From an optimization exercise on the open Yosys and OpenROAD flow, aimed at a short achievable clock period and few clock cycles per item; shortcuts taken in it are not production practice. Only simulation tests tie the RTL to the original design; equivalence was not proved. In every run shown here, the design's own scripts or RTL, not TritonCTS, make the clock network. The clock port is modelled as an ideal driver, which makes a skipped or thinned clock tree look cheaper than it is; a real chip needs a root buffer or a tree. Power and IR drop assume default switching activity.

`design.v`:
```
`timescale 1ns/1ps
package cmul_types_pkg;
    localparam int ELEM_W    = 8;    
    localparam int RES_W     = 18;   
    localparam int RES_BYTES = 3;    
    localparam int ADDR_W    = 16;   
    localparam int REG_W     = 16;   
    typedef logic signed [ELEM_W-1:0] elem_t;       
    typedef logic signed [RES_W-1:0]  res_t;        
    typedef logic [ADDR_W-1:0]        addr_t;       
    typedef logic [REG_W-1:0]         reg_t;        
    typedef logic [2:0]               byte_cnt_t;   
endpackage
`timescale 1ns/1ps
package cmul_regmap_pkg;
    typedef enum logic [2:0] {
        OFS_OP1    = 3'd0,   
        OFS_OP2    = 3'd1,   
        OFS_RES    = 3'd2,   
        OFS_NUM_OP = 3'd3,   
        OFS_START  = 3'd4,   
        OFS_STATUS = 3'd5,   
        OFS_STATE  = 3'd6    
    } reg_offset_e;
    localparam int STS_DONE_BIT = 0;
    typedef enum logic [1:0] {
        ST_IDLE   = 2'd0,
        ST_RD_OPS = 2'd1,   
        ST_WORK   = 2'd2,   
        ST_WR_RES = 2'd3    
    } ctrl_state_e;
    localparam int OP_RD_BYTES  = 4;   
    localparam int RES_WR_BYTES = 6;   
    localparam int OP_STRIDE    = 2;   
    localparam int RES_STRIDE   = 6;   
endpackage
`timescale 1ns/1ps
module comp_mult_top
#(
    parameter logic [15:0] APB_BASE = '0   
) (
    input  logic  clk,
    input  logic  rst_n,
    input  cmul_types_pkg::addr_t paddr,
    input  logic  pwrite,
    input  cmul_types_pkg::reg_t  pwdata,
    input  logic  psel,
    output logic  pready,
    output cmul_types_pkg::reg_t  prdata,
    output logic  pslverr,
    output logic  mem_ce,
    output logic  mem_we,
    output cmul_types_pkg::addr_t mem_addr,
    output cmul_types_pkg::elem_t mem_wr_data,
    input  cmul_types_pkg::elem_t mem_rd_data
);
    logic [15:0] ofs_full;
    logic [2:0]  ofs;
    logic        in_range;
    logic        acc_ok;
    assign pready   = 1'b1;
    assign ofs_full = paddr - APB_BASE;
    assign in_range = (ofs_full[15:3] == '0);
    assign ofs      = ofs_full[2:0];
    always_comb begin
        case (ofs)
            3'd0, 3'd1, 3'd2, 3'd3, 3'd4: acc_ok = pwrite;
            3'd5:    acc_ok = 1'b1;
            3'd6:    acc_ok = ~pwrite;
            default: acc_ok = 1'b0;
        endcase
    end
    logic wsel;
    assign wsel = psel & pwrite;
    logic hzh_q, hzl_q;        
    logic d_op1, d_op2, d_res, d_num, d_st, d_clr;
    logic hz;
    logic        done;
    logic        clr_q;        
    logic [15:0] pwp1_q, pwp2_q;   
    logic [15:0] ra1p, ra2p, rwp;       
    logic [15:0] ra1pp, ra2pp, rwpp;    
    logic        i1_q, i2_q, iw_q;      
    logic [15:0] base1p, base2p, base1pp, base2pp;
    logic [15:0] basew, basewp, basewpp;
    logic        busy;         
    logic        start_q;      
    logic [15:0] num_reg;
    logic        num_nz_q;     
    logic        num_ge2_q;    
    logic [15:0] num_m1_q;     
    logic [15:0] num_m2_q;     
    logic        ok1_q;        
    logic        ok2_q;        
    logic        nz_n, ge2_n;  
    logic        go2;          
    logic        qdp;          
    logic        num_is1_q;    
    logic [15:0] b1, b2;       
    logic        eq_q;         
    logic [15:0] ra1, ra2, rw;   
    logic        k1, k2;       
    logic        wres_q, wnum_q;   
    logic [15:0] pwdata_q;     
    logic [15:0] base1, base2;   
    logic [1:0]  h1, h2;       
    logic        qsame;        
    logic        bus_v, ret_v;
    logic [1:0]  bus_id, ret_id;
    logic        bus_dup, ret_dup;
    logic [3:0]  v;            
    logic signed [7:0] cx1, cy1, cx2, cy2;
    logic [2:0]  oc;           
    logic [15:0] qf_left;      
    logic [15:0] qw_left;      
    logic        qw1;          
    logic        wrc;          
    logic [2:0]  wcnt;         
    logic        qd_q;         
    logic        sq_ok;        
    logic        wok;          
    logic        fin_q;        
    logic        mem_ce_q, mem_we_q;
    logic [15:0] mem_addr_q;
    logic [7:0]  mem_wr_data_q;
    logic [35:0] f0, f1, f2, f3;   
    logic [2:0]  fcnt;
    logic        s1v, s2v;
    logic        prd0;
    assign prdata      = {15'b0, prd0};
    assign mem_ce      = mem_ce_q;
    assign mem_we      = mem_we_q;
    assign mem_addr    = mem_addr_q;
    assign mem_wr_data = mem_wr_data_q;
    logic go;
    logic [1:0] h1e, h2e;
    logic qdone;
    logic [2:0] oc_eff;
    logic start_quad;
    logic rd_issue;
    logic rd_op1;              
    logic [1:0] rd_id;
    logic wr_start_b;          
    logic wr_issue;
    logic [2:0] wcnt_n;
    logic pop;
    logic push;
    assign eq_q    = (b1 == b2);
    assign hz      = hzh_q & hzl_q;
    assign k1      = hz & d_op1;
    assign k2      = hz & d_op2;
    assign wres_q  = hz & d_res;
    assign wnum_q  = hz & d_num;
    assign start_q = hz & d_st;
    assign clr_q   = hz & d_clr;
    assign base1   = k1 ? pwdata_q : (i1_q ? ra1p : ra1);
    assign base2   = k2 ? pwdata_q : (i2_q ? ra2p : ra2);
    assign basew   = wres_q ? pwdata_q : (iw_q ? rwp : rw);
    assign go      = start_q & ok1_q;
    assign go2     = start_q & ok2_q;
    assign nz_n    = wnum_q ? (pwdata_q != '0) : num_nz_q;
    assign ge2_n   = wnum_q ? (pwdata_q[15:1] != '0) : num_ge2_q;
    assign h1e     = k1 ? 2'd0 : h1;
    assign h2e     = k2 ? 2'd0 : h2;
    assign qdp     = qd_q & ~(k2 & ~qsame);
    assign qdone   = qdp & ~k1;
    assign oc_eff  = go ? 3'd1 : oc;
    logic sqg, inc1, inc2;
    assign sqg        = sq_ok | go2;
    assign start_quad = ~wrc & qdone & sqg;
    assign inc1       = ~wrc & (k1 | (qdp ? sqg : (h1 != 2'd2)));
    assign inc2       = ~wrc & ~k1 & ~qdp & (h1 == 2'd2);
    assign rd_issue   = inc1 | inc2;
    assign rd_op1     = inc1;
    assign rd_id      = start_quad ? 2'd0 : (h1e != 2'd2) ? {1'b0, h1e[0]} : {1'b1, h2e[0]};
    assign base1p     = k1 ? pwp1_q : (i1_q ? ra1pp : ra1p);
    assign base2p     = k2 ? pwp1_q : (i2_q ? ra2pp : ra2p);
    assign basewp     = wres_q ? pwp1_q : (iw_q ? rwpp : rwp);
    assign base1pp    = k1 ? pwp2_q : (i1_q ? ra1pp + 16'd1 : ra1pp);
    assign base2pp    = k2 ? pwp2_q : (i2_q ? ra2pp + 16'd1 : ra2pp);
    assign basewpp    = wres_q ? pwp2_q : (iw_q ? rwpp + 16'd1 : rwpp);
    assign wr_start_b = ~wrc & qdone & ~sqg & wok;
    assign wr_issue   = wrc | wr_start_b;
    assign wcnt_n     = wrc ? wcnt + 3'd1 : 3'd0;
    assign pop        = wrc & (wcnt == 3'd4);
    logic       busy_n;
    logic [2:0] oc_n;
    logic [2:0] fcnt_n;
    logic [1:0] h1_n, h2_n;
    logic       qsame_n;
    assign busy_n = go | (busy & ~fin_q);
    always_comb begin
        oc_n = oc_eff;
        if (start_quad & ~pop) oc_n = oc_eff + 3'd1;
        if (~start_quad & pop) oc_n = oc_eff - 3'd1;
    end
    always_comb begin
        fcnt_n = fcnt;
        if (s6v & ~pop) fcnt_n = fcnt + 3'd1;
        if (~s6v & pop) fcnt_n = fcnt - 3'd1;
    end
    always_comb begin
        if (fin_q) begin
            h1_n = '0; h2_n = '0; qsame_n = 1'b0;
        end else if (start_quad) begin
            h1_n = 2'd1; h2_n = 2'd0; qsame_n = eq_q;
        end else begin
            h1_n = inc1 ? h1e + 2'd1 : h1e;
            h2_n = inc2 ? h2e + 2'd1 : h2e;
            qsame_n = qsame;
        end
    end
    assign push = (v == 4'b1111) & busy;
    logic qc1, qc2;
    assign qc1 = (h1e == 2'd1) & (qsame | (h2e == 2'd2));
    assign qc2 = (h1e == 2'd2) & (h2e == 2'd1) & ~qsame;
    logic [7:0] wbyte;
    always_comb begin
        case (wcnt_n)
            3'd0:    wbyte = f0[7:0];
            3'd1:    wbyte = f0[15:8];
            3'd2:    wbyte = {6'b0, f0[17:16]};
            3'd3:    wbyte = f0[25:18];
            3'd4:    wbyte = f0[33:26];
            default: wbyte = {6'b0, f0[35:34]};
        endcase
    end
    always_ff @(posedge clk or negedge rst_n) begin
        if (!rst_n) begin
            pslverr  <= 1'b0;
            prd0     <= 1'b0;
            done     <= 1'b0;
            hzh_q    <= 1'b0;
            hzl_q    <= 1'b0;
            d_op1    <= 1'b0;
            d_op2    <= 1'b0;
            d_res    <= 1'b0;
            d_num    <= 1'b0;
            d_st     <= 1'b0;
            d_clr    <= 1'b0;
            pwp1_q   <= '0;
            pwp2_q   <= '0;
            num_reg  <= '0;
            num_nz_q <= 1'b0;
            num_ge2_q <= 1'b0;
            num_m1_q <= '0;
            num_m2_q <= '0;
            ok1_q    <= 1'b0;
            ok2_q    <= 1'b0;
            num_is1_q <= 1'b0;
            pwdata_q <= '0;
            b1       <= '0;
            b2       <= '0;
        end else begin
            pslverr   <= psel & ~(in_range & acc_ok);
            prd0      <= ofs[0] ? (done & ~clr_q) : busy;    
            hzh_q <= (ofs_full[15:9] == '0);
            hzl_q <= (ofs_full[8:3] == '0);
            d_op1 <= wsel & (ofs == 3'd0);
            d_op2 <= wsel & (ofs == 3'd1);
            d_res <= wsel & (ofs == 3'd2);
            d_num <= wsel & (ofs == 3'd3);
            d_st  <= wsel & (ofs == 3'd4) & pwdata[0];
            d_clr <= wsel & (ofs == 3'd5) & ~pwdata[0];
            pwp1_q <= pwdata + 16'd1;
            pwp2_q <= pwdata + 16'd2;
            if (fin_q)
                done <= 1'b1;
            else if (clr_q)
                done <= 1'b0;
            pwdata_q  <= pwdata;
            if (wnum_q) num_reg <= pwdata_q;
            ok1_q <= ~busy_n & nz_n;
            ok2_q <= ~busy_n & nz_n & ge2_n;
            if (wnum_q) begin
                num_nz_q  <= (pwdata_q != '0);
                num_ge2_q <= (pwdata_q[15:1] != '0);
                num_is1_q <= (pwdata_q == 16'd1);
                num_m1_q  <= pwdata_q - 16'd1;
                num_m2_q  <= pwdata_q - 16'd2;
            end
            if (k1) b1 <= pwdata_q;
            if (k2) b2 <= pwdata_q;
        end
    end
    always_ff @(posedge clk or negedge rst_n) begin
        if (!rst_n) begin
            busy     <= 1'b0;
            ra1      <= '0;
            ra2      <= '0;
            rw       <= '0;
            ra1p     <= 16'd1;
            ra2p     <= 16'd1;
            rwp      <= 16'd1;
            ra1pp    <= 16'd2;
            ra2pp    <= 16'd2;
            rwpp     <= 16'd2;
            i1_q     <= 1'b0;
            i2_q     <= 1'b0;
            iw_q     <= 1'b0;
            h1       <= '0;
            h2       <= '0;
            qsame    <= 1'b0;
            bus_v    <= 1'b0;
            bus_id   <= '0;
            bus_dup  <= 1'b0;
            ret_v    <= 1'b0;
            ret_id   <= '0;
            ret_dup  <= 1'b0;
            v        <= '0;
            oc       <= '0;
            qf_left  <= '0;
            qw_left  <= '0;
            qw1      <= 1'b0;
            wrc      <= 1'b0;
            wcnt     <= '0;
            qd_q     <= 1'b0;
            sq_ok    <= 1'b0;
            wok      <= 1'b0;
            fin_q    <= 1'b0;
            mem_ce_q <= 1'b0;
            mem_we_q <= 1'b0;
            fcnt     <= '0;
            s1v      <= 1'b0;
            s2v      <= 1'b0;
            s3v      <= 1'b0;
            s4v      <= 1'b0;
            s5v      <= 1'b0;
            s6v      <= 1'b0;
        end else begin
            busy <= busy_n;
            mem_ce_q <= rd_issue | wr_issue;
            mem_we_q <= wr_issue;
            rw    <= basew;
            rwp   <= basewp;
            rwpp  <= basewpp;
            iw_q  <= wr_issue;
            ra1   <= base1;
            ra1p  <= base1p;
            ra1pp <= base1pp;
            i1_q  <= inc1;
            ra2   <= base2;
            ra2p  <= base2p;
            ra2pp <= base2pp;
            i2_q  <= inc2;
            h1    <= h1_n;
            h2    <= h2_n;
            qsame <= qsame_n;
            qd_q  <= ~fin_q & ~start_quad & (qdone | (~wrc & (qc1 | qc2)));
            bus_v   <= rd_issue;
            bus_id  <= rd_id;
            bus_dup <= start_quad ? eq_q : qsame;
            ret_v   <= bus_v & ~(k1 & ~bus_id[1]) & ~(k2 & bus_id[1]);
            ret_id  <= bus_id;
            ret_dup <= bus_dup;
            begin
                logic [3:0] cap;
                logic ret_ok;
                ret_ok = ret_v & ~(k1 & ~ret_id[1]) & ~(k2 & ret_id[1]);
                cap[0] = ret_ok & (ret_id == 2'd0);
                cap[1] = ret_ok & (ret_id == 2'd1);
                cap[2] = ret_ok & ((ret_id == 2'd2) | (ret_dup & (ret_id == 2'd0)));
                cap[3] = ret_ok & ((ret_id == 2'd3) | (ret_dup & (ret_id == 2'd1)));
                v <= cap | (v & ~{4{push}} & ~{k2, k2, k1, k1} & ~{4{fin_q}});
            end
            oc    <= oc_n;
            sq_ok <= busy & ~fin_q & ((oc != 3'd4) | pop) & (qf_left != '0);
            wok   <= busy_n & (fcnt_n != 3'd0);
            if (go)
                qf_left <= start_quad ? num_m2_q : num_m1_q;
            else if (start_quad)
                qf_left <= qf_left - 16'd1;
            if (go)
                qw_left <= num_reg;
            else if (pop)
                qw_left <= qw_left - 16'd1;
            wrc    <= wrc ? (wcnt != 3'd4) : wr_start_b;
            wcnt   <= wcnt_n;
            if (go)
                qw1 <= num_is1_q;
            else if (pop)
                qw1 <= (qw_left == 16'd2);
            fin_q  <= pop & qw1;
            fcnt <= fcnt_n;
            s1v <= push;
            s2v <= s1v;
            s3v <= s2v;
            s4v <= s3v;
            s5v <= s4v;
            s6v <= s5v;
        end
    end
    always_ff @(posedge clk) begin
        if (wrc)
            mem_addr_q <= basew;
        else if (qdone)
            mem_addr_q <= sqg ? base1 : basew;
        else
            mem_addr_q <= (h1e != 2'd2) ? base1 : base2;
        mem_wr_data_q <= wbyte;
    end
    logic [3:0] capd;
    assign capd[0] = ret_v & (ret_id == 2'd0);
    assign capd[1] = ret_v & (ret_id == 2'd1);
    assign capd[2] = ret_v & ((ret_id == 2'd2) | (ret_dup & (ret_id == 2'd0)));
    assign capd[3] = ret_v & ((ret_id == 2'd3) | (ret_dup & (ret_id == 2'd1)));
    always_ff @(posedge clk) begin
        if (capd[0]) cx1 <= mem_rd_data;
        if (capd[1]) cy1 <= mem_rd_data;
        if (capd[2]) cx2 <= mem_rd_data;
        if (capd[3]) cy2 <= mem_rd_data;
    end
    logic signed [9:0]  pp_a [4];
    logic signed [9:0]  pp_b [4];
    logic signed [9:0]  pp_c [4];
    logic signed [9:0]  pp_d [4];
    logic s3v;
    logic [8:0] gy2, gx2;    
    assign gy2 = {cy2, 1'b0};
    assign gx2 = {cx2, 1'b0};
    function automatic logic [3:0] bsel(input logic [2:0] g);
        case (g)
            3'd1, 3'd2: bsel = 4'b1000;
            3'd3:       bsel = 4'b0100;
            3'd4:       bsel = 4'b0001;
            3'd5, 3'd6: bsel = 4'b0010;
            default:    bsel = 4'b0000;
        endcase
    endfunction
    function automatic logic signed [9:0] bpp(input logic signed [7:0] a, input logic signed [8:0] n, input logic [3:0] sel);
        logic signed [9:0] a1;
        logic signed [9:0] n1;
        a1 = 10'(a);
        n1 = 10'(n);
        bpp = ({10{sel[3]}} & a1) | ({10{sel[2]}} & (a1 <<< 1))
            | ({10{sel[1]}} & n1) | ({10{sel[0]}} & (n1 <<< 1));
    endfunction
    logic signed [7:0] ox1, oy1;
    logic [3:0] sx2 [4];     
    logic [3:0] sy2 [4];     
    logic signed [8:0] nx1, ny1;
    logic s4v;
    always_ff @(posedge clk) begin
        ox1 <= cx1;
        oy1 <= cy1;
        for (int j = 0; j < 4; j++) begin
            sx2[j] <= bsel(gx2[2*j +: 3]);
            sy2[j] <= bsel(gy2[2*j +: 3]);
        end
        nx1 <= -(9'(cx1));
        ny1 <= -(9'(cy1));
    end
    always_ff @(posedge clk) begin
        for (int j = 0; j < 4; j++) begin
            pp_a[j] <= bpp(ox1, nx1, sy2[j]);
            pp_b[j] <= bpp(oy1, ny1, sx2[j]);
            pp_c[j] <= bpp(ox1, nx1, sx2[j]);
            pp_d[j] <= bpp(oy1, ny1, {sy2[j][1:0], sy2[j][3:2]});    
        end
    end
    function automatic logic [35:0] csa(input logic [17:0] a, input logic [17:0] b, input logic [17:0] c);
        csa = {a ^ b ^ c, ((a & b) | (a & c) | (b & c)) << 1};
    endfunction
    function automatic logic [71:0] red84(input logic [17:0] r0, input logic [17:0] r1,
                                          input logic [17:0] r2, input logic [17:0] r3,
                                          input logic [17:0] r4, input logic [17:0] r5,
                                          input logic [17:0] r6, input logic [17:0] r7);
        logic [35:0] u1, u2, u3, u4;
        u1 = csa(r0, r1, r2);
        u2 = csa(r3, r4, r5);
        u3 = csa(u1[35:18], u1[17:0], u2[35:18]);
        u4 = csa(u2[17:0], r6, r7);
        red84 = {u3, u4};
    endfunction
    function automatic logic [35:0] red42(input logic [71:0] q);
        logic [35:0] u1;
        u1 = csa(q[71:54], q[53:36], q[35:18]);
        red42 = csa(u1[35:18], u1[17:0], q[17:0]);
    endfunction
    logic [71:0] q2x, q2y;      
    logic [35:0] q3x, q3y;      
    logic [9:0]  lox, loy;      
    logic [8:0]  h0x, h1x, h0y, h1y;    
    always_ff @(posedge clk) begin
        q2y <= red84(18'(pp_a[0]), 18'(pp_a[1]) << 2, 18'(pp_a[2]) << 4, 18'(pp_a[3]) << 6,
                     18'(pp_b[0]), 18'(pp_b[1]) << 2, 18'(pp_b[2]) << 4, 18'(pp_b[3]) << 6);
        q2x <= red84(18'(pp_c[0]), 18'(pp_c[1]) << 2, 18'(pp_c[2]) << 4, 18'(pp_c[3]) << 6,
                     18'(pp_d[0]), 18'(pp_d[1]) << 2, 18'(pp_d[2]) << 4, 18'(pp_d[3]) << 6);
        q3y <= red42(q2y);
        q3x <= red42(q2x);
        loy <= {1'b0, q3y[26:18]} + {1'b0, q3y[8:0]};
        lox <= {1'b0, q3x[26:18]} + {1'b0, q3x[8:0]};
        h0y <= q3y[35:27];
        h1y <= q3y[17:9];
        h0x <= q3x[35:27];
        h1x <= q3x[17:9];
    end
    logic signed [17:0] xr_n, yr_n;
    logic s5v, s6v;
    always_ff @(posedge clk) begin
        xr_n <= {h0x + h1x + {8'd0, lox[9]}, lox[8:0]};
        yr_n <= {h0y + h1y + {8'd0, loy[9]}, loy[8:0]};
    end
    always_ff @(posedge clk) begin
        if (pop) begin
            f0 <= (s6v && fcnt == 3'd1) ? {xr_n, yr_n} : f1;
            f1 <= (s6v && fcnt == 3'd2) ? {xr_n, yr_n} : f2;
            f2 <= (s6v && fcnt == 3'd3) ? {xr_n, yr_n} : f3;
            f3 <= {xr_n, yr_n};
        end else if (s6v) begin
            case (fcnt)
                3'd0:    f0 <= {xr_n, yr_n};
                3'd1:    f1 <= {xr_n, yr_n};
                3'd2:    f2 <= {xr_n, yr_n};
                default: f3 <= {xr_n, yr_n};
            endcase
        end
    end
endmodule
```
`flow/run.sh`:
```
#!/bin/bash
# Standard ORFS layout (the standard.sh), except that the clock tree is
# built by flow/mycts.tcl (a two-level buffer tree: 4 root buffers fed by the
# clock port, leaf buffers each driving a cluster of about 20 flip-flops) in
# place of TritonCTS. Everything else, synthesis included, is the standard flow.
set -euo pipefail
export MCTS_CLOCK_NET=clk
export MCTS_BUF=sky130_fd_sc_hd__clkbuf_16
export MCTS_ROOT_BUF=sky130_fd_sc_hd__clkbuf_16
export MCTS_SINKS_PER_LEAF=20
export MCTS_ROOTS=4
bash standard.sh finish PRE_CTS_TCL="$PWD/flow/mycts.tcl" > standard_flow.log 2>&1
```
`flow/mycts.tcl`:
```
# Two-level clock tree built by hand, used in place of TritonCTS: the clock
# port drives a few root buffers, each root drives a group of leaf buffers,
# each leaf buffer drives a cluster of nearby flip-flops (k-means on the
# flip-flop positions). Every flip-flop sees the same two buffer stages.
# Sourced by ORFS cts.tcl as PRE_CTS_TCL; it replaces clock_tree_synthesis.

proc mcts_kmeans {pts k iters} {
  # pts: list of {x y}; returns list of cluster index per point and centers
  set n [llength $pts]
  set xs [lsort -real [lmap p $pts {lindex $p 0}]]
  set ys [lsort -real [lmap p $pts {lindex $p 1}]]
  # initial centers: points spread by sorted order along a serpentine
  set order [lsort -real -index 0 [lmap p $pts {list [expr {[lindex $p 0] + 0.0}] [lindex $p 1]}]]
  set centers {}
  for {set i 0} {$i < $k} {incr i} {
    set idx [expr {int(($i + 0.5) * $n / $k)}]
    lappend centers [lindex $order $idx]
  }
  set assign {}
  for {set it 0} {$it < $iters} {incr it} {
    set assign {}
    foreach p $pts {
      set best 0; set bd 1e30; set ci 0
      foreach c $centers {
        set dx [expr {[lindex $p 0] - [lindex $c 0]}]
        set dy [expr {[lindex $p 1] - [lindex $c 1]}]
        set d [expr {$dx*$dx + $dy*$dy}]
        if {$d < $bd} { set bd $d; set best $ci }
        incr ci
      }
      lappend assign $best
    }
    set sx [lrepeat $k 0.0]; set sy [lrepeat $k 0.0]; set cnt [lrepeat $k 0]
    foreach p $pts a $assign {
      lset sx $a [expr {[lindex $sx $a] + [lindex $p 0]}]
      lset sy $a [expr {[lindex $sy $a] + [lindex $p 1]}]
      lset cnt $a [expr {[lindex $cnt $a] + 1}]
    }
    set nc {}
    for {set i 0} {$i < $k} {incr i} {
      if {[lindex $cnt $i] > 0} {
        lappend nc [list [expr {[lindex $sx $i] / [lindex $cnt $i]}] [expr {[lindex $sy $i] / [lindex $cnt $i]}]]
      } else {
        lappend nc [lindex $centers $i]
      }
    }
    set centers $nc
  }
  return [list $assign $centers]
}

# balanced split: cap each cluster size by moving the farthest members out
proc mcts_balance {pts assign centers cap} {
  set k [llength $centers]
  for {set pass 0} {$pass < 20} {incr pass} {
    set cnt [lrepeat $k 0]
    foreach a $assign { lset cnt $a [expr {[lindex $cnt $a] + 1}] }
    set over 0
    for {set c 0} {$c < $k} {incr c} { if {[lindex $cnt $c] > $cap} { set over 1 } }
    if {!$over} { break }
    set i 0
    foreach p $pts a $assign {
      if {[lindex $cnt $a] > $cap} {
        # move to nearest cluster with room
        set best -1; set bd 1e30
        for {set c 0} {$c < $k} {incr c} {
          if {$c == $a || [lindex $cnt $c] >= $cap} continue
          set cc [lindex $centers $c]
          set dx [expr {[lindex $p 0] - [lindex $cc 0]}]
          set dy [expr {[lindex $p 1] - [lindex $cc 1]}]
          set d [expr {$dx*$dx + $dy*$dy}]
          if {$d < $bd} { set bd $d; set best $c }
        }
        set ca [lindex $centers $a]
        set dx [expr {[lindex $p 0] - [lindex $ca 0]}]
        set dy [expr {[lindex $p 1] - [lindex $ca 1]}]
        if {$best >= 0 && $bd < 4.0 * ($dx*$dx + $dy*$dy) + 1e8} {
          lset assign $i $best
          lset cnt $a [expr {[lindex $cnt $a] - 1}]
          lset cnt $best [expr {[lindex $cnt $best] + 1}]
        }
      }
      incr i
    }
  }
  return $assign
}

proc mcts_build {} {
  set db [ord::get_db]
  set block [ord::get_db_block]
  set clk [$block findNet $::env(MCTS_CLOCK_NET)]
  set buf [$db findMaster $::env(MCTS_BUF)]
  set rootbuf [$db findMaster $::env(MCTS_ROOT_BUF)]
  set sink_cap $::env(MCTS_SINKS_PER_LEAF)
  set nroots $::env(MCTS_ROOTS)

  set sinks {}
  set pts {}
  foreach it [$clk getITerms] {
    set inst [$it getInst]
    set bb [$inst getBBox]
    lappend sinks $it
    lappend pts [list [expr {([$bb xMin] + [$bb xMax]) / 2.0}] [expr {([$bb yMin] + [$bb yMax]) / 2.0}]]
  }
  set n [llength $sinks]
  set k [expr {int(ceil(double($n) / $sink_cap))}]
  puts "MCTS: $n sinks, $k leaf buffers, $nroots root buffers"
  lassign [mcts_kmeans $pts $k 25] assign centers
  set assign [mcts_balance $pts $assign $centers [expr {$sink_cap + 4}]]
  # recompute centers
  set sx [lrepeat $k 0.0]; set sy [lrepeat $k 0.0]; set cnt [lrepeat $k 0]
  foreach p $pts a $assign {
    lset sx $a [expr {[lindex $sx $a] + [lindex $p 0]}]
    lset sy $a [expr {[lindex $sy $a] + [lindex $p 1]}]
    lset cnt $a [expr {[lindex $cnt $a] + 1}]
  }
  set leafpts {}
  for {set i 0} {$i < $k} {incr i} {
    if {[lindex $cnt $i] == 0} { lappend leafpts {} ; continue }
    lappend leafpts [list [expr {[lindex $sx $i] / [lindex $cnt $i]}] [expr {[lindex $sy $i] / [lindex $cnt $i]}]]
  }
  # leaf buffers and nets
  set leafbufs {}
  for {set i 0} {$i < $k} {incr i} {
    if {[lindex $cnt $i] == 0} { lappend leafbufs {}; continue }
    set b [odb::dbInst_create $block $buf "mcts_leaf_$i"]
    set p [lindex $leafpts $i]
    $b setLocation [expr {int([lindex $p 0])}] [expr {int([lindex $p 1])}]
    $b setPlacementStatus PLACED
    set nn [odb::dbNet_create $block "mcts_leaf_net_$i"]
    $nn setSigType CLOCK
    [$b findITerm X] connect $nn
    lappend leafbufs $b
  }
  foreach it $sinks a $assign {
    $it disconnect
    $it connect [$block findNet "mcts_leaf_net_$a"]
  }
  # roots: cluster the leaf buffers
  set lpts {}; set lids {}
  for {set i 0} {$i < $k} {incr i} {
    if {[lindex $cnt $i] == 0} continue
    lappend lpts [lindex $leafpts $i]; lappend lids $i
  }
  lassign [mcts_kmeans $lpts $nroots 25] rassign rcenters
  for {set r 0} {$r < $nroots} {incr r} {
    set b [odb::dbInst_create $block $rootbuf "mcts_root_$r"]
    set p [lindex $rcenters $r]
    $b setLocation [expr {int([lindex $p 0])}] [expr {int([lindex $p 1])}]
    $b setPlacementStatus PLACED
    set nn [odb::dbNet_create $block "mcts_root_net_$r"]
    $nn setSigType CLOCK
    [$b findITerm X] connect $nn
    [$b findITerm A] connect $clk
  }
  foreach i $lids r $rassign {
    [[lindex $leafbufs $i] findITerm A] connect [$block findNet "mcts_root_net_$r"]
  }
  global_connect
  puts "MCTS: done"
}

rename clock_tree_synthesis mcts_orig_clock_tree_synthesis
proc clock_tree_synthesis {args} {
  mcts_build
}
```
`standard.sh`:
```
#!/bin/bash
# synth_recipe.tcl (not shown) runs the flow's synth.tcl, then flattens the netlist and writes it again
# the make line also repeats each setting of config.mk as NAME=value (left out here)
make -C /OpenROAD-flow-scripts/flow DESIGN_CONFIG=/design/flow/config.mk WORK_HOME=/design/flow/orfs CLKGATE_MAP_FILE= SYNTH_SCRIPT=/design/flow/synth_recipe.tcl "${@:-finish}"
```
`config.mk`:
```
export PLATFORM = sky130hd
export DESIGN_NAME = comp_mult_top
export DESIGN_NICKNAME = comp_mult_top
export VERILOG_FILES = /design/flow/design.v
export SDC_FILE = /design/flow/constraint.sdc
export NUM_CORES = 4
export LEC_CHECK = 0
export ABC_CLOCK_PERIOD_IN_PS = 1800
export CAP_MARGIN = 20
export CORE_MARGIN = 2
export CORE_UTILIZATION = 40
export SETUP_SLACK_MARGIN = 4.0
export SLEW_MARGIN = 20
```
`constraint.sdc`:
```
create_clock -name core_clock -period 6.5 [get_ports {clk}]
set_input_delay 1.3000 -clock core_clock [delete_from_list [all_inputs] [get_ports {clk}]]
set_output_delay 1.3000 -clock core_clock [all_outputs]
set_load 0.01 [all_outputs]
```
==> impl_metrics.py, run 1 <==
metrics = {
    "status": {
        "status": "finished clean",
    },
    "drt": {
        "wl_met1_um": 45200,
        "drtAntennaViolNets": 0,
        "wl_met2_um": 45000,
        "first_iter_violations": 2202,
        "num_vias": 25600,
        "drtPass1Iterations": 10,
        "via_per_inst": 5.13,
        "wl_met3_um": 5900,
        "top_layer_used": "met4",
        "drc": 0,
        "routed_wl_um": 98600,
        "wire_per_inst_um": 19.7,
    },
    "cells_and_area": {
        "drive_above_1_share_pct": 8.22,
        "seqCellArea_um2": 24800,
        "multiInputGateArea_um2": 16000,
        "layout.nets": 3881,
        "largestRegisters": "q2x: 59 flops, q2y: 59 flops",
        "final_common_cell": "nand2_1",
        "synthToLayoutAreaGrowth_pct": 8.80,
        "mostFrequentLayoutCells": "nand2_1, dfxtp_1, dfrtp_1",
        "nFillCells": 9667,
        "stdcell_count": 4994,
    },
    "global_route": {
        "grt_pass1_vias": 25700,
        "grt_usage_pct": 17.8,
        "grt_pass1_wl_um": 152000,
        "grt_antenna_before_repair": 0,
        "grt_max_degree": 96,
        "grt_remaining_overflow": 0,
    },
    "synthesis": {
        "ys_types": 65,
        "syn_area_um2": 42400,
        "synth_top_area_share_pct": 24.6,
        "async_reset_ff_share_pct": 34.1,
        "yosysWarnings": 7,
        "synth_edf_count": 176,
        "syn_avg_cell_area_um2": 11.7,
        "ys_seq_elements": 1058,
        "synth_area_leaders": "dfxtp_1, dfrtp_1, edfxtp_1",
        "ys_seq_area_share_pct": 58.4,
        "synthCells": 3640,
        "synth.largest_area_cell": "dfxtp_1",
        "synthFlopType": "dfxtp_1",
    },
    "placed_design": {
        "io_buffer_count": 71,
        "hpwl_um": 66000,
        "place.gp.congestion": 0.825,
        "post-place-cells": 4919,
        "pre_cts_slack_ps": 3190,
    },
    "power": {
        "p_sw_share_pct": 20.2,
        "seqPwrFrac_pct": 64.9,
        "power_density_nw_per_um2": 226,
        "peakVddDrop_v": 0.000204,
        "p_leak_nw": 20.1,
        "comb_power_share_pct": 1.5,
        "pwr-share-clk_pct": 33.6,
        "p_int_mw": 8.30,
        "switchingPower_mw": 2.10,
    },
    "worst_setup_path": {
        "r2r_cells": 5,
        "r2r_end": "ok1_q$_DFF_PN0_",
        "critPathTopFamily": "flip-flops",
        "setup.worst_path.start": "iw_q$_DFF_PN0_",
        "slowest_stage": "dfrtp_2",
        "r2r-start": "pwdata_q[8]$_DFF_PN0_",
        "cp_num_buf_inv": 2,
        "worst_setup_path_end_kind": "output port",
        "critPathArrivalTime_ps": 1250,
        "critPathMaxFanout": 11,
        "required_ps": 5200,
        "slowest_delay_ps": 430,
        "crit_path_start_kind": "flip-flop",
        "crit_type": "reg -> out",
        "path_cells": "buf_12, dlymetal6s2s_1",
        "r2r_setup_slack_ps": 4040,
    },
    "timing": {
        "fin_ws_ps": 3950,
        "tightest_slew_ps": 1090,
        "setup_violations": 0,
        "hold_slack_ps": 327,
        "report.final.slew_viol_count": 0,
        "skew_ps": 57.3,
        "final_hold_viol_count": 0,
        "tns_ps": 0,
        "slew_headroom_pct": 27.3,
        "rsz0062_at_grt": "true",
        "clock.fmax_mhz": 393,
        "post-route-period-util_pct": 39.2,
        "period_needed_ps": 2550,
    },
    "flow_run": {
        "cap_violations": 0,
    },
    "floorplan": {
        "core_area_um2": 105000,
        "io_pins": 88,
        "start_util_pct": 40.3,
        "die_area_um2": 109000,
        "die_x_um": 330,
        "rows": 119,
        "die_y_um": 330,
    },
    "worst_hold_path": {
        "min_from": "lox[3]$_DFF_P_",
        "whs_path_depth": 0,
        "holdCritPathClass": "reg -> reg",
        "holdPathEnd": "xr_n[3]$_DFF_P_",
    },
    "clock_network": {
        "clk_pin_slew_worst_paths_ps": 90,
        "clk_latency_ps": 470,
    },
}
-- how the worst max path moves through the flow --
stage                                 to  slack (ps)  cells after the start
finish                            mem_we        3950                      2
global placement     pwp1_q[8]$_DFF_PN0_        3200                      6
global route                      mem_we        3910                      2
floorplan           pwp1_q[13]$_DFF_PN0_        4050                      7
CTS                    pslverr$_DFF_PN0_        3850                      5
detailed placement   pwp1_q[8]$_DFF_PN0_        3190                      6
-- power groups by stage --
stage | combinational (mW) | clock (mW) | sequential [mW]
floorplan | 0.0708 | 0 | 6.85
global placement | 0.151 | 0 | 6.89
detailed placement | 0.151 | 0 | 6.89
CTS | 0.158 | 2.76 | 6.89
global route | 0.179 | 3.83 | 6.75
finish | 0.159 | 3.50 | 6.75
-- per-stage QoR --
| step | power, mW | instance area [µm²] | util [%] |
|---|---|---|---|
| after global placement | 7.05 | 44300 | 42.0 |
| after CTS | 9.81 | 45900 | 43.6 |
| after floorplan | 6.92 | 42500 | - |
| after detailed placement | 7.04 | 44300 | 42.0 |
| final | 10.4 | 46100 | 43.8 |
| after global routing | 10.8 | 46100 | 43.8 |
-- timing repair --
item,CTS,global route
pin swaps,9,2
endpoints found under the setup margin,338,175
cloned,3,0
setup buffers,1,13
hold buffers,0,0
resized for setup,98,48
-- cells in the mapped netlist (111+ instances only) --
cell type  count
a22oi_1      178
clkbuf_1     182
dfrtp_1      355
dfxtp_1      521
edfxtp_1     176
fa_1         146
inv_1        251
mux2_2       111
mux2i_1      118
nand2_1      536
o21ai_0      221
xnor2_1      120
-- per-layer routing --
metal	vias to the layer above	global-route usage (%)
met5	-	0
li1	12100	-
met4	0	4.58
met3	179	2.05
met2	720	28.5
met1	12600	25.9
-- cells by family after synthesis --
family / count (synthesis) / synth area share [%]
AO/OA/AOI/OAI: 575 / 8.89
XOR/XNOR: 192 / 3.96
adder cells (fa/ha/maj): 233 / 9.46
buffers and inverters: 479 / 4.44
flip-flops: 1058 / 58.4
multiplexers: 229 / 5.73
other: 2 / 0.0177
AND/OR/NAND/NOR: 872 / 9.14
-- final cells by class --
type	count	area share, %
diodes	1	0.00542
plain buffers	57	3.09
inverters	251	2.04
multi-input cells	2117	34.6
flip-flops and latches	1058	53.7
well taps	1391	3.77
repair buffers	119	2.76
Testbench counts, summed over its fixed seeds: cycles 21,041, items 2,070.
==> inputs of run 2 (changes only) <==
--- a/design.v
+++ b/design.v
@@ -95,2 +95,4 @@
     logic        nz_n, ge2_n;  
+    logic        pnz_q, pge2_q, pis1_q;    
+    logic [15:0] pwm1_q, pwm2_q;           
     logic        go2;          
@@ -160,4 +162,4 @@
     assign go2     = start_q & ok2_q;
-    assign nz_n    = wnum_q ? (pwdata_q != '0) : num_nz_q;
-    assign ge2_n   = wnum_q ? (pwdata_q[15:1] != '0) : num_ge2_q;
+    assign nz_n    = wnum_q ? pnz_q : num_nz_q;
+    assign ge2_n   = wnum_q ? pge2_q : num_ge2_q;
     assign h1e     = k1 ? 2'd0 : h1;
@@ -242,2 +244,7 @@
             pwp2_q   <= '0;
+            pwm1_q   <= '0;
+            pwm2_q   <= '0;
+            pnz_q    <= 1'b0;
+            pge2_q   <= 1'b0;
+            pis1_q   <= 1'b0;
             num_reg  <= '0;
@@ -266,2 +273,7 @@
             pwp2_q <= pwdata + 16'd2;
+            pwm1_q <= pwdata - 16'd1;
+            pwm2_q <= pwdata - 16'd2;
+            pnz_q  <= (pwdata != '0);
+            pge2_q <= (pwdata[15:1] != '0);
+            pis1_q <= (pwdata == 16'd1);
             if (fin_q)
@@ -275,7 +287,7 @@
             if (wnum_q) begin
-                num_nz_q  <= (pwdata_q != '0);
-                num_ge2_q <= (pwdata_q[15:1] != '0);
-                num_is1_q <= (pwdata_q == 16'd1);
-                num_m1_q  <= pwdata_q - 16'd1;
-                num_m2_q  <= pwdata_q - 16'd2;
+                num_nz_q  <= pnz_q;
+                num_ge2_q <= pge2_q;
+                num_is1_q <= pis1_q;
+                num_m1_q  <= pwm1_q;
+                num_m2_q  <= pwm2_q;
             end
--- a/config.mk
+++ b/config.mk
@@ -7,7 +7,7 @@
 export LEC_CHECK = 0
-export ABC_CLOCK_PERIOD_IN_PS = 1800
+export ABC_CLOCK_PERIOD_IN_PS = 1500
 export CAP_MARGIN = 20
 export CORE_MARGIN = 2
-export CORE_UTILIZATION = 40
-export SETUP_SLACK_MARGIN = 4.0
+export CORE_UTILIZATION = 55
+export SETUP_SLACK_MARGIN = 4.4
 export SLEW_MARGIN = 20
==> impl_metrics.py, run 2 <==
metrics = {
    "floorplan": {
        "rows": 102,
        "start_util_pct": 55.7,
        "die_area_um2": 80800,
        "die_x_um": 284,
        "core_area_um2": 77600,
        "io_pins": 88,
        "die_y_um": 284,
    },
    "placed_design": {
        "place.gp.congestion": 0.855,
        "io_buffer_count": 71,
        "hpwl_um": 67500,
        "pre_cts_slack_ps": 2560,
        "placed_cell_area_um2": 44800,
    },
    "cells_and_area": {
        "synthToLayoutAreaGrowth_pct": 11.8,
        "fin_area_um2": 48300,
        "drive_above_1_share_pct": 16.4,
        "final_util_pct": 62.3,
        "final_common_cell": "dfxtp_1",
        "layout.nets": 3877,
        "mostFrequentLayoutCells": "dfxtp_1, nand2_1, dfrtp_1",
        "n_antenna_cell": 0,
        "largestRegisters": "q2x: 59 flops, q2y: 59 flops",
    },
    "power": {
        "peakVddDrop_v": 0.000177,
        "power_density_nw_per_um2": 222,
        "p_total_mw": 10.7,
        "p_leak_nw": 21.0,
    },
    "synthesis": {
        "yosysWarnings": 7,
        "ys_seq_area_share_pct": 59.1,
        "yosysMostFrequentCell": "dfxtp_1",
        "ys_types": 69,
        "syn_area_um2": 43200,
        "synth_common_cells": "dfxtp_1, nand2_1, dfrtp_1",
        "async_reset_ff_share_pct": 36.1,
        "syn_avg_cell_area_um2": 12.2,
        "synthCells": 3557,
        "ys_seq_elements": 1090,
        "synth_top_area_share_pct": 24.1,
        "synthFlopType": "dfxtp_1",
        "synth.largest_area_cell": "dfxtp_1",
        "synth_edf_count": 176,
        "synth_area_leaders": "dfxtp_1, dfrtp_1, edfxtp_1",
    },
    "flow_run": {
        "cap_violations": 0,
    },
    "drt": {
        "routed_wl_um": 105000,
        "wire_per_inst_um": 22.7,
        "via_per_inst": 5.69,
        "drtPass1Iterations": 7,
        "drtAntennaViolNets": 0,
        "num_vias": 26400,
        "first_iter_violations": 2489,
        "drc": 0,
    },
    "timing": {
        "clock.fmax_mhz": 393,
        "fin_ws_ps": 3950,
        "rsz0062_at_grt": "true",
        "final_hold_viol_count": 0,
        "slew_headroom_pct": 28.8,
        "report.final.slew_viol_count": 0,
        "skew_ps": 76.6,
        "period_needed_ps": 2550,
        "tightest_slew_ps": 1070,
        "post-route-period-util_pct": 39.2,
        "setup_violations": 0,
        "tns_ps": 0,
    },
    "worst_hold_path": {
        "holdPathEnd": "h1x[7]$_DFF_P_",
        "holdCritPathClass": "reg -> reg",
        "min_from": "q3x[16]$_DFF_P_",
        "whs_path_depth": 0,
    },
    "global_route": {
        "grt_max_degree": 97,
        "grt_remaining_overflow": 0,
        "grt.busiest_layer": "met2",
        "grt_pass1_wl_um": 160000,
        "grt_pass1_vias": 27100,
        "grt_antenna_before_repair": 2,
        "met3_usage_pct": 3.66,
        "grtUsageMet2_pct": 38.8,
        "grt_usage_pct": 25.3,
        "use_met1_pct": 38.1,
    },
    "status": {
        "status": "finished clean",
    },
    "worst_setup_path": {
        "crit_path_start_kind": "input port",
        "slowest_delay_ps": 450,
        "required_ps": 6870,
        "slowest_stage": "or4b_4",
        "r2r-start": "qf_left[7]$_DFFE_PN0P_",
        "r2r_cells": 5,
        "r2r_setup_slack_ps": 4160,
        "cp_num_buf_inv": 2,
        "r2r_end": "qf_left[15]$_DFFE_PN0P_",
        "critPathArrivalTime_ps": 2910,
        "critPathTopFamily": "simple AND/OR/NAND/NOR gates",
        "path_cells": "buf_12, clkinv_8, ha_4, or4b_4, or4_4, nor3b_4, nand2_1, xnor2_1",
        "worst_setup_path_end_kind": "flip-flop",
        "crit_type": "in -> reg",
        "critPathMaxFanout": 2,
    },
    "clock_network": {
        "clk_pin_slew_worst_paths_ps": 120,
        "clk_latency_ps": 470,
    },
}
==> run 2: area by class of cell <==
cell class              instances  area [µm²]
plain buffers                  59        1480
fillers                      6138       29300
inverters                     253         975
multi-input cells            2017       17000
flip-flops and latches       1090       25600
well taps                    1040        1300
repair buffers                179        2020
==> run 2: how the worst max path moves through the flow <==
stage                     startpoint              endpoint  slack (ps)  depth (start not counted)
after global placement     pwdata[2]  pwm2_q[15]$_DFF_PN0_        2590                          8
after global routing       pwdata[1]  pwm2_q[15]$_DFF_PN0_        3940                          8
final                      pwdata[1]  pwm2_q[15]$_DFF_PN0_        3950                          8
after floorplan            pwdata[2]  pwm2_q[15]$_DFF_PN0_        3400                          8
after CTS                  pwdata[2]  pwm2_q[15]$_DFF_PN0_        3350                          8
after detailed placement   pwdata[2]  pwm2_q[15]$_DFF_PN0_        2560                          8
==> run 2: through the flow <==
stage | cells | hold WS [ps]
2_1_floorplan | 3571 | 310
3_3_place_gp | 4489 | 312
3_5_place_dp | 4489 | 312
4_1_cts | 4596 | 312
5_1_grt | 4638 | 321
6_report | 4638 | 307
==> run 2: routing by layer <==
layer | share of wire, % | routed length (µm)
met1 | 45 | 47700
met2 | 45 | 46900
met3 | 7.5 | 7930
met4 | 2.6 | 2730
met5 | 0 | 0
==> run 2: cells by family after synthesis <==
| logic type | share of synthesized area [%] |
|---|---|
| multiplexers | 7.09 |
| AO/OA/AOI/OAI | 8.42 |
| buffers and inverters | 4.23 |
| flip-flops | 59.1 |
| XOR/XNOR | 3.89 |
| other | 0.0174 |
| AND/OR/NAND/NOR | 7.94 |
| adder cells (fa/ha/maj) | 9.28 |
==> run 2: repair_timing <==
| action | in CTS | in global routing |
|---|---|---|
| hold buffers | 0 | 0 |
| setup buffers | 41 | 37 |
| pin swaps | 58 | 41 |
| setup endpoints to repair | 847 | 206 |
| gates resized for setup | 362 | 206 |
| gates cloned | 7 | 5 |
==> run 2: power breakdown <==
group          switching, mW  total (mW)  internal, mW
Clock                   2.01        3.61          1.60
Sequential            0.0548        6.95          6.89
Combinational          0.119       0.186        0.0672
Total                   2.18        10.7          8.56
Testbench counts of run 2, summed over its fixed seeds: cycles 21,041, items 2,070.
==> inputs of run 3 (changes only) <==
--- a/design.v
+++ b/design.v
@@ -60,2 +60,3 @@
     logic        acc_ok;
+    logic        wr_en;
     assign pready   = 1'b1;
@@ -72,15 +73,12 @@
     end
-    logic wsel;
-    assign wsel = psel & pwrite;
-    logic hzh_q, hzl_q;        
-    logic d_op1, d_op2, d_res, d_num, d_st, d_clr;
-    logic hz;
+    assign wr_en = psel & pwrite & in_range & acc_ok;
+    logic wr_op1, wr_op2, wr_res, wr_num, wr_start, wr_clr;
+    assign wr_op1   = wr_en & (ofs == 3'd0);
+    assign wr_op2   = wr_en & (ofs == 3'd1);
+    assign wr_res   = wr_en & (ofs == 3'd2);
+    assign wr_num   = wr_en & (ofs == 3'd3);
+    assign wr_start = wr_en & (ofs == 3'd4) & pwdata[0];
+    assign wr_clr   = wr_en & (ofs == 3'd5) & ~pwdata[0];
     logic        done;
     logic        clr_q;        
-    logic [15:0] pwp1_q, pwp2_q;   
-    logic [15:0] ra1p, ra2p, rwp;       
-    logic [15:0] ra1pp, ra2pp, rwpp;    
-    logic        i1_q, i2_q, iw_q;      
-    logic [15:0] base1p, base2p, base1pp, base2pp;
-    logic [15:0] basew, basewp, basewpp;
     logic        busy;         
@@ -91,10 +89,2 @@
     logic [15:0] num_m1_q;     
-    logic [15:0] num_m2_q;     
-    logic        ok1_q;        
-    logic        ok2_q;        
-    logic        nz_n, ge2_n;  
-    logic        pnz_q, pge2_q, pis1_q;    
-    logic [15:0] pwm1_q, pwm2_q;           
-    logic        go2;          
-    logic        qdp;          
     logic        num_is1_q;    
@@ -103,2 +93,7 @@
     logic [15:0] ra1, ra2, rw;   
+    logic [15:0] ra1p, ra2p, rwp;       
+    logic [15:0] ra1pp, ra2pp, rwpp;    
+    logic        i1_q, i2_q, iw_q;      
+    logic [15:0] pwp1_q, pwp2_q;        
+    logic [15:0] basew, basewp, basewpp, base1pp, base2pp;
     logic        k1, k2;       
@@ -149,10 +144,4 @@
     logic push;
+    logic [15:0] qf_eff;
     assign eq_q    = (b1 == b2);
-    assign hz      = hzh_q & hzl_q;
-    assign k1      = hz & d_op1;
-    assign k2      = hz & d_op2;
-    assign wres_q  = hz & d_res;
-    assign wnum_q  = hz & d_num;
-    assign start_q = hz & d_st;
-    assign clr_q   = hz & d_clr;
     assign base1   = k1 ? pwdata_q : (i1_q ? ra1p : ra1);
@@ -160,16 +149,14 @@
     assign basew   = wres_q ? pwdata_q : (iw_q ? rwp : rw);
-    assign go      = start_q & ok1_q;
-    assign go2     = start_q & ok2_q;
-    assign nz_n    = wnum_q ? pnz_q : num_nz_q;
-    assign ge2_n   = wnum_q ? pge2_q : num_ge2_q;
+    assign go      = start_q & ~busy & num_nz_q;
     assign h1e     = k1 ? 2'd0 : h1;
     assign h2e     = k2 ? 2'd0 : h2;
-    assign qdp     = qd_q & ~(k2 & ~qsame);
-    assign qdone   = qdp & ~k1;
+    assign qdone   = qd_q & ~k1 & ~(k2 & ~qsame);
     assign oc_eff  = go ? 3'd1 : oc;
+    assign qf_eff  = go ? num_m1_q : qf_left;
     logic sqg, inc1, inc2;
-    assign sqg        = sq_ok | go2;
+    logic [15:0] base1p, base2p;
+    assign sqg        = sq_ok | (go & num_ge2_q);
     assign start_quad = ~wrc & qdone & sqg;
-    assign inc1       = ~wrc & (k1 | (qdp ? sqg : (h1 != 2'd2)));
-    assign inc2       = ~wrc & ~k1 & ~qdp & (h1 == 2'd2);
+    assign inc1       = ~wrc & (qdone ? sqg : (h1e != 2'd2));
+    assign inc2       = ~wrc & ~qdone & (h1e == 2'd2);
     assign rd_issue   = inc1 | inc2;
@@ -234,17 +221,4 @@
             done     <= 1'b0;
-            hzh_q    <= 1'b0;
-            hzl_q    <= 1'b0;
-            d_op1    <= 1'b0;
-            d_op2    <= 1'b0;
-            d_res    <= 1'b0;
-            d_num    <= 1'b0;
-            d_st     <= 1'b0;
-            d_clr    <= 1'b0;
-            pwp1_q   <= '0;
-            pwp2_q   <= '0;
-            pwm1_q   <= '0;
-            pwm2_q   <= '0;
-            pnz_q    <= 1'b0;
-            pge2_q   <= 1'b0;
-            pis1_q   <= 1'b0;
+            clr_q    <= 1'b0;
+            start_q  <= 1'b0;
             num_reg  <= '0;
@@ -253,6 +227,7 @@
             num_m1_q <= '0;
-            num_m2_q <= '0;
-            ok1_q    <= 1'b0;
-            ok2_q    <= 1'b0;
             num_is1_q <= 1'b0;
+            k1       <= 1'b0;
+            k2       <= 1'b0;
+            wres_q   <= 1'b0;
+            wnum_q   <= 1'b0;
             pwdata_q <= '0;
@@ -263,17 +238,3 @@
             prd0      <= ofs[0] ? (done & ~clr_q) : busy;    
-            hzh_q <= (ofs_full[15:9] == '0);
-            hzl_q <= (ofs_full[8:3] == '0);
-            d_op1 <= wsel & (ofs == 3'd0);
-            d_op2 <= wsel & (ofs == 3'd1);
-            d_res <= wsel & (ofs == 3'd2);
-            d_num <= wsel & (ofs == 3'd3);
-            d_st  <= wsel & (ofs == 3'd4) & pwdata[0];
-            d_clr <= wsel & (ofs == 3'd5) & ~pwdata[0];
-            pwp1_q <= pwdata + 16'd1;
-            pwp2_q <= pwdata + 16'd2;
-            pwm1_q <= pwdata - 16'd1;
-            pwm2_q <= pwdata - 16'd2;
-            pnz_q  <= (pwdata != '0);
-            pge2_q <= (pwdata[15:1] != '0);
-            pis1_q <= (pwdata == 16'd1);
+            clr_q <= wr_clr;
             if (fin_q)
@@ -282,12 +243,14 @@
                 done <= 1'b0;
+            start_q   <= wr_start;
+            k1        <= wr_op1;
+            k2        <= wr_op2;
+            wres_q    <= wr_res;
+            wnum_q    <= wr_num;
             pwdata_q  <= pwdata;
             if (wnum_q) num_reg <= pwdata_q;
-            ok1_q <= ~busy_n & nz_n;
-            ok2_q <= ~busy_n & nz_n & ge2_n;
             if (wnum_q) begin
-                num_nz_q  <= pnz_q;
-                num_ge2_q <= pge2_q;
-                num_is1_q <= pis1_q;
-                num_m1_q  <= pwm1_q;
-                num_m2_q  <= pwm2_q;
+                num_nz_q  <= (pwdata_q != '0);
+                num_ge2_q <= (pwdata_q[15:1] != '0);
+                num_is1_q <= (pwdata_q == 16'd1);
+                num_m1_q  <= pwdata_q - 16'd1;
             end
@@ -312,2 +275,4 @@
             iw_q     <= 1'b0;
+            pwp1_q   <= '0;
+            pwp2_q   <= '0;
             h1       <= '0;
@@ -345,2 +310,4 @@
             mem_we_q <= wr_issue;
+            pwp1_q <= pwdata + 16'd1;
+            pwp2_q <= pwdata + 16'd2;
             rw    <= basew;
@@ -380,6 +347,6 @@
             wok   <= busy_n & (fcnt_n != 3'd0);
-            if (go)
-                qf_left <= start_quad ? num_m2_q : num_m1_q;
-            else if (start_quad)
-                qf_left <= qf_left - 16'd1;
+            if (start_quad)
+                qf_left <= qf_eff - 16'd1;
+            else if (go)
+                qf_left <= num_m1_q;
             if (go)
--- a/flow/run.sh
+++ b/flow/run.sh
@@ -3,3 +3,3 @@
 # built by flow/mycts.tcl (a two-level buffer tree: 4 root buffers fed by the
-# clock port, leaf buffers each driving a cluster of about 20 flip-flops) in
+# clock port, leaf buffers each driving a cluster of about 16 flip-flops) in
 # place of TritonCTS. Everything else, synthesis included, is the standard flow.
@@ -9,3 +9,3 @@
 export MCTS_ROOT_BUF=sky130_fd_sc_hd__clkbuf_16
-export MCTS_SINKS_PER_LEAF=20
+export MCTS_SINKS_PER_LEAF=16
 export MCTS_ROOTS=4
--- a/flow/mycts.tcl
+++ b/flow/mycts.tcl
@@ -109,3 +109,3 @@
   lassign [mcts_kmeans $pts $k 25] assign centers
-  set assign [mcts_balance $pts $assign $centers [expr {$sink_cap + 4}]]
+  set assign [mcts_balance $pts $assign $centers [expr {$sink_cap + 2}]]
   # recompute centers
--- a/config.mk
+++ b/config.mk
@@ -10,3 +10,3 @@
 export CORE_MARGIN = 2
-export CORE_UTILIZATION = 55
+export CORE_UTILIZATION = 40
 export SETUP_SLACK_MARGIN = 4.4
==> impl_metrics.py, run 3 <==
metrics = {
    "timing": {
        "slew_headroom_pct": 18.6,
        "setup_violations": 0,
        "skew_ps": 155,
        "tightest_slew_ps": 1220,
        "report.final.slew_viol_count": 0,
        "post-route-period-util_pct": 37.0,
        "final_hold_viol_count": 0,
        "tns_ps": 0,
        "clock.fmax_mhz": 416,
        "period_needed_ps": 2400,
        "rsz0062_at_grt": "true",
    },
    "cells_and_area": {
        "layout.nets": 3846,
        "mostFrequentLayoutCells": "dfxtp_1, nand2_1, dfrtp_1",
        "drive_above_1_share_pct": 12.7,
        "fin_area_um2": 47100,
        "synthToLayoutAreaGrowth_pct": 12.3,
        "largestRegisters": "q2x: 59 flops, q2y: 59 flops",
        "nFillCells": 9440,
        "final_common_cell": "dfxtp_1",
    },
    "clock_network": {
        "clk_pin_slew_worst_paths_ps": 80,
        "ctsHoldBuffers": 0,
        "clk_latency_ps": 540,
    },
    "flow_run": {
        "cap_violations": 0,
    },
    "global_route": {
        "grt_pass1_wl_um": 153000,
        "met3_usage_pct": 3.03,
        "grt.busiest_layer": "met2",
        "use_met1_pct": 27.0,
        "grt_antenna_before_repair": 8,
        "grt_pass1_vias": 25500,
        "grtUsageMet2_pct": 27.3,
        "grt_remaining_overflow": 0,
        "grt_max_degree": 103,
        "grt_usage_pct": 18.2,
    },
    "worst_hold_path": {
        "holdCritPathClass": "reg -> reg",
    },
    "synthesis": {
        "syn_avg_cell_area_um2": 11.9,
        "yosysMostFrequentCell": "dfxtp_1",
        "synthFlopType": "dfxtp_1",
        "synth_top_area_share_pct": 24.9,
        "synth_common_cells": "dfxtp_1, nand2_1, dfrtp_1",
        "syn_area_um2": 41900,
        "ys_seq_elements": 1039,
        "synth_edf_count": 176,
        "synth.largest_area_cell": "dfxtp_1",
        "yosysWarnings": 7,
        "ys_types": 81,
        "ys_seq_area_share_pct": 57.9,
        "synth_area_leaders": "dfxtp_1, dfrtp_1, edfxtp_1",
        "async_reset_ff_share_pct": 32.9,
        "synthCells": 3531,
    },
    "placed_design": {
        "place.gp.congestion": 0.841,
        "io_buffer_count": 71,
        "hpwl_um": 64400,
        "placed_cell_area_um2": 43800,
    },
    "power": {
        "power_density_nw_per_um2": 225,
        "p_leak_nw": 19.8,
        "peakVddDrop_v": 0.000214,
    },
    "worst_setup_path": {
        "critPathArrivalTime_ps": 1100,
        "path_cells": "buf_12, buf_6",
        "slowest_stage": "dfrtp_2",
        "required_ps": 5200,
        "worst_setup_path_end_kind": "output port",
        "r2r_setup_slack_ps": 4370,
        "critPathMaxFanout": 2,
        "slowest_delay_ps": 430,
        "crit_path_start_kind": "flip-flop",
        "crit_type": "reg -> out",
    },
    "drt": {
        "drc": 0,
        "drtPass1Iterations": 6,
        "via_per_inst": 5.22,
        "routed_wl_um": 99200,
        "wire_per_inst_um": 20.0,
        "drtAntennaViolNets": 0,
        "num_vias": 25800,
        "first_iter_violations": 2448,
    },
    "floorplan": {
        "start_util_pct": 40.4,
        "rows": 118,
        "io_pins": 88,
        "core_area_um2": 104000,
        "die_y_um": 328,
        "die_area_um2": 107000,
        "die_x_um": 328,
    },
    "status": {
        "status": "finished clean",
    },
}
==> run 3: cell count changes after synthesis, moves of 15 or more <==
cell,delta
mux2_2,-82
nand2_1,-65
dfrtp_1,-51
mux2_1,+51
inv_1,+46
clkbuf_1,-26
buf_2,+25
nor2_1,+25
a221o_1,-21
o21ai_1,+21
o21ai_0,+20
a22oi_1,+15
==> run 3: worst max-delay path, delay by kind of cell, from the launching register on <==
kind                   cells  cell delay, ps
flip-flops                 1             430
buffers and inverters      2             240
==> run 3: final timing paths <==
check                                       endpoint           start  depth (start not counted)
worst max-delay path                          mem_we  iw_q$_DFF_PN0_                          2
worst min-delay path                   s5v$_DFF_PN0_   s4v$_DFF_PN0_                          0
worst max register to register  qf_left[6]$_DFF_PN0_  busy$_DFF_PN0_                          9
worst min register to register         s5v$_DFF_PN0_   s4v$_DFF_PN0_                          0
max in group asynchronous       ra2pp[1]$_DFFE_PN1P_           rst_n                          2
min in group asynchronous              s4v$_DFF_PN0_           rst_n                          1
==> run 3: through the flow <==
stage	std cells	power (mW)	hold WS (ps)	setup slack, ps	util [%]
floorplan	3545	6.78	310	4270	-
global placement	4809	6.90	310	3340	42.2
detailed placement	4809	6.90	312	3320	42.2
CTS	4935	10.0	312	3870	45.0
global route	4952	11.0	314	4060	45.4
finish	4954	10.6	297	4100	45.4
==> run 3: per-layer routing <==
layer	up-vias	share of wire, %
li1	12000	-
met3	135	7.3
met4	4	3.1
met1	12900	46
met5	-	0.026
met2	860	44
==> run 3: kinds of logic (layout without fill, tap and decap cells) <==
logic type,count (synthesis),count (layout),synth area share [%]
XOR/XNOR,183,183,3.82
buffers and inverters,510,531,4.84
AND/OR/NAND/NOR,718,722,8.17
flip-flops,1039,1039,57.9
AO/OA/AOI/OAI,596,596,9.30
multiplexers,253,253,6.46
other,2,20,0.0179
adder cells (fa/ha/maj),230,230,9.48
==> run 3: timing repair <==
action | CTS | global route
setup buffers | 49 | 12
gates cloned | 8 | 3
gates resized for setup | 298 | 163
pin swaps | 52 | 19
setup endpoints to repair | 668 | 76
==> run 3: report_power, final <==
part	internal, mW	switching, mW
sequential	6.57	0.0418
clock	1.85	1.99
combinational	0.0594	0.102
total	8.48	2.13
==> run 3: layout make-up <==
type                       count  area (µm²)  area share, %
antenna                        4        10.0         0.0213
buffer                        69        1730           3.67
inverter                     300        1130           2.40
multi-input combinational   2000       16400           34.7
sequential                  1039       24300           51.7
tap                         1380        1730           3.67
timing repair buffer         162        1820           3.86
Testbench counts of run 3, summed over its fixed seeds: cycles 21,041, items 2,070.
==> inputs of run 4 (changes only) <==
--- a/design.v
+++ b/design.v
@@ -127,2 +127,5 @@
     assign prdata      = {15'b0, prd0};
+    always_ff @(posedge clk) begin
+        prd0 <= ofs[0] ? (done & ~clr_q) : busy;    
+    end
     assign mem_ce      = mem_ce_q;
@@ -219,3 +222,2 @@
             pslverr  <= 1'b0;
-            prd0     <= 1'b0;
             done     <= 1'b0;
@@ -237,3 +239,2 @@
             pslverr   <= psel & ~(in_range & acc_ok);
-            prd0      <= ofs[0] ? (done & ~clr_q) : busy;    
             clr_q <= wr_clr;
@@ -315,3 +316,3 @@
             rwpp  <= basewpp;
-            iw_q  <= wr_issue;
+            iw_q  <= wr_issue | wr_res;    
             ra1   <= base1;
==> impl_metrics.py, run 4 <==
metrics = {
    "global_route": {
        "grt_max_degree": 104,
        "grt_remaining_overflow": 0,
        "grt_pass1_wl_um": 152000,
        "grt_usage_pct": 18.0,
        "grt_antenna_before_repair": 0,
        "grt_pass1_vias": 25200,
    },
    "worst_setup_path": {
        "cp_num_buf_inv": 2,
        "critPathArrivalTime_ps": 2660,
        "r2r-start": "start_q$_DFF_PN0_",
        "r2r_cells": 10,
        "path_cells": "nand3b_1, buf_12, mux2i_4, ha_2, nor2b_4, o2111ai_4, buf_6, nor4_4, xnor2_1, mux2i_1",
        "critPathMaxFanout": 5,
        "r2r_end": "qf_left[6]$_DFF_PN0_",
        "worst_setup_path_end_kind": "flip-flop",
        "slowest_delay_ps": 440,
        "critPathTopFamily": "simple AND/OR/NAND/NOR gates",
        "required_ps": 6850,
        "crit_type": "reg -> reg",
        "slowest_stage": "dfrtp_1",
        "r2r_setup_slack_ps": 4190,
        "crit_path_start_kind": "flip-flop",
    },
    "power": {
        "p_leak_nw": 19.9,
        "power_density_nw_per_um2": 225,
        "peakVddDrop_v": 0.000195,
    },
    "cells_and_area": {
        "layout.nets": 3833,
        "synthToLayoutAreaGrowth_pct": 13.3,
        "drive_above_1_share_pct": 15.4,
        "final_util_pct": 45.7,
        "largestRegisters": "q2x: 59 flops, q2y: 59 flops",
        "seqCellArea_um2": 24400,
        "multiInputGateArea_um2": 16400,
        "mostFrequentLayoutCells": "dfxtp_1, nand2_1, dfrtp_1",
        "nFillCells": 9478,
        "n_antenna_cell": 0,
        "final_common_cell": "dfxtp_1",
    },
    "floorplan": {
        "rows": 118,
        "start_util_pct": 40.4,
        "core_area_um2": 104000,
        "die_x_um": 327,
        "io_pins": 88,
        "die_area_um2": 107000,
        "die_y_um": 327,
    },
    "synthesis": {
        "syn_avg_cell_area_um2": 11.9,
        "ys_types": 75,
        "syn_area_um2": 41800,
        "synth_common_cells": "dfxtp_1, nand2_1, dfrtp_1",
        "yosysMostFrequentCell": "dfxtp_1",
        "ys_seq_elements": 1040,
        "synthCells": 3509,
        "synth_top_area_share_pct": 25.0,
        "yosysWarnings": 7,
        "synth.largest_area_cell": "dfxtp_1",
        "synthFlopType": "dfxtp_1",
        "synth_edf_count": 176,
        "synth_area_leaders": "dfxtp_1, dfrtp_1, edfxtp_1",
        "ys_seq_area_share_pct": 58.1,
        "async_reset_ff_share_pct": 32.9,
    },
    "timing": {
        "rsz0062_at_grt": "true",
        "clock.fmax_mhz": 434,
        "post-route-period-util_pct": 35.5,
        "tns_ps": 0,
        "final_hold_viol_count": 0,
        "slew_headroom_pct": 31.8,
        "tightest_slew_ps": 1020,
        "skew_ps": 137,
        "report.final.slew_viol_count": 0,
        "period_needed_ps": 2310,
        "setup_violations": 0,
    },
    "flow_run": {
        "cap_violations": 0,
    },
    "placed_design": {
        "io_buffer_count": 71,
        "hpwl_um": 63900,
        "place.gp.congestion": 0.820,
    },
    "clock_network": {
        "ctsHoldBuffers": 0,
        "clk_latency_ps": 550,
        "clk_pin_slew_worst_paths_ps": 80,
    },
    "drt": {
        "num_vias": 25600,
        "drtPass1Iterations": 8,
        "via_per_inst": 5.18,
        "drc": 0,
        "routed_wl_um": 98800,
        "wire_per_inst_um": 20.0,
        "drtAntennaViolNets": 0,
        "first_iter_violations": 2444,
    },
    "worst_hold_path": {
        "min_from": "q3y[20]$_DFF_P_",
        "whs_path_depth": 0,
        "holdPathEnd": "loy[2]$_DFF_P_",
        "holdCritPathClass": "reg -> reg",
    },
    "status": {
        "status": "finished clean",
    },
}
## run 4: cell families (layout without fill, tap and decap cells)
| group | count (synthesis) | in the layout | synth area share, % |
|---|---|---|---|
| flops | 1040 | 1040 | 58.1 |
| simple gates | 693 | 693 | 7.74 |
| compound gates | 582 | 583 | 9.19 |
| buf+inv | 514 | 547 | 4.88 |
| mux | 261 | 261 | 6.66 |
| fa+ha+maj | 230 | 230 | 9.50 |
| xor+xnor | 187 | 187 | 3.92 |
| other cells | 2 | 16 | 0.0180 |
## run 4: layout make-up
type | count | share of cell area [%]
flip-flops and latches | 1040 | 51.4
multi-input cells | 1970 | 34.6
repair buffers | 183 | 4.29
plain buffers | 69 | 3.64
well taps | 1380 | 3.64
inverters | 295 | 2.34
## run 4: per-layer routing
metal / global-route usage [%] / part of all wire [%] / vias to the layer above / wire (µm)
li1: - / - / 11900 / -
met1: 25.5 / 45 / 12800 / 44400
met2: 29.8 / 47 / 758 / 46700
met3: 1.77 / 5.1 / 155 / 5010
met4: 4.20 / 2.7 / 0 / 2650
met5: 0 / 0 / - / 0
## run 4: worst max path at each step
| stage | startpoint | to | cells after the start |
|---|---|---|---|
| finish | start_q$_DFF_PN0_ | qf_left[6]$_DFF_PN0_ | 10 |
| detailed placement | k1$_DFF_PN0_ | mem_addr_q[14]$_DFF_P_ | 6 |
| global route | start_q$_DFF_PN0_ | qf_left[6]$_DFF_PN0_ | 10 |
| CTS | paddr[7] | clr_q$_DFF_PN0_ | 6 |
| global placement | k1$_DFF_PN0_ | mem_addr_q[14]$_DFF_P_ | 6 |
| floorplan | pwdata[8] | pwp1_q[15]$_DFF_PN0_ | 6 |
## run 4: repair_timing
item,in CTS,in global routing
pin swaps,44,30
setup buffers,43,41
gates resized for setup,289,212
gates cloned,6,3
endpoints found under the setup margin,622,111
## run 4: metrics by stage
stage,hold slack [ps],total power [mW],std cells,setup WS [ps],area [µm²]
final,319,10.6,4937,4190,47400
after global routing,327,11.0,4937,4110,47400
after CTS,312,10.0,4893,3960,46600
after detailed placement,312,6.91,4775,2930,43900
after global placement,311,6.91,4775,3080,43800
after floorplan,310,6.79,3523,4220,42200
## run 4: where the power goes
| group | switching (mW) | internal, mW | total, mW | leakage [nW] |
|---|---|---|---|---|
| clock network | 2.01 | 1.85 | 3.86 | 0.850 |
| logic | 0.105 | 0.0643 | 0.169 | 8.56 |
| registers | 0.0442 | 6.58 | 6.62 | 10.5 |
| total | 2.15 | 8.49 | 10.6 | 19.9 |
Testbench counts of run 4, summed over its fixed seeds: cycles 21,041, items 2,070.

[port drivers added, routing unchanged]
The flow's constraints put no driver on any port. The routed layouts listed below were extracted and timed again, unchanged, in two steps.
Step 1: set_driving_cell puts a clkbuf_16 on clk and a buf_2 on each other input, an assumption about the parent block.
Step 2, shift: input delay + t, output delay - t, t = (earliest + latest rising clock arrival at the registers) / 2. This alone moves slack from input paths to output paths.
a / b / c = ideal ports / drivers / drivers and shift; a / b = the first two.
run	shift t [ns]	slack for setup (ns)	pins driven straight from the clock port
run 1	0.587	3.953 / 3.814 / 3.842	4
run 2	0.582	3.954 / 4.034 / 3.452	4
run 3	0.608	4.096 / 3.952 / 3.738	4
run 4	0.621	4.194 / 4.065 / 3.909	4
After both steps setup and hold are still met in every run listed. For run 2, which loses most, drivers alone change the setup slack by +0.080 ns; drivers and shift together by -0.502 ns.
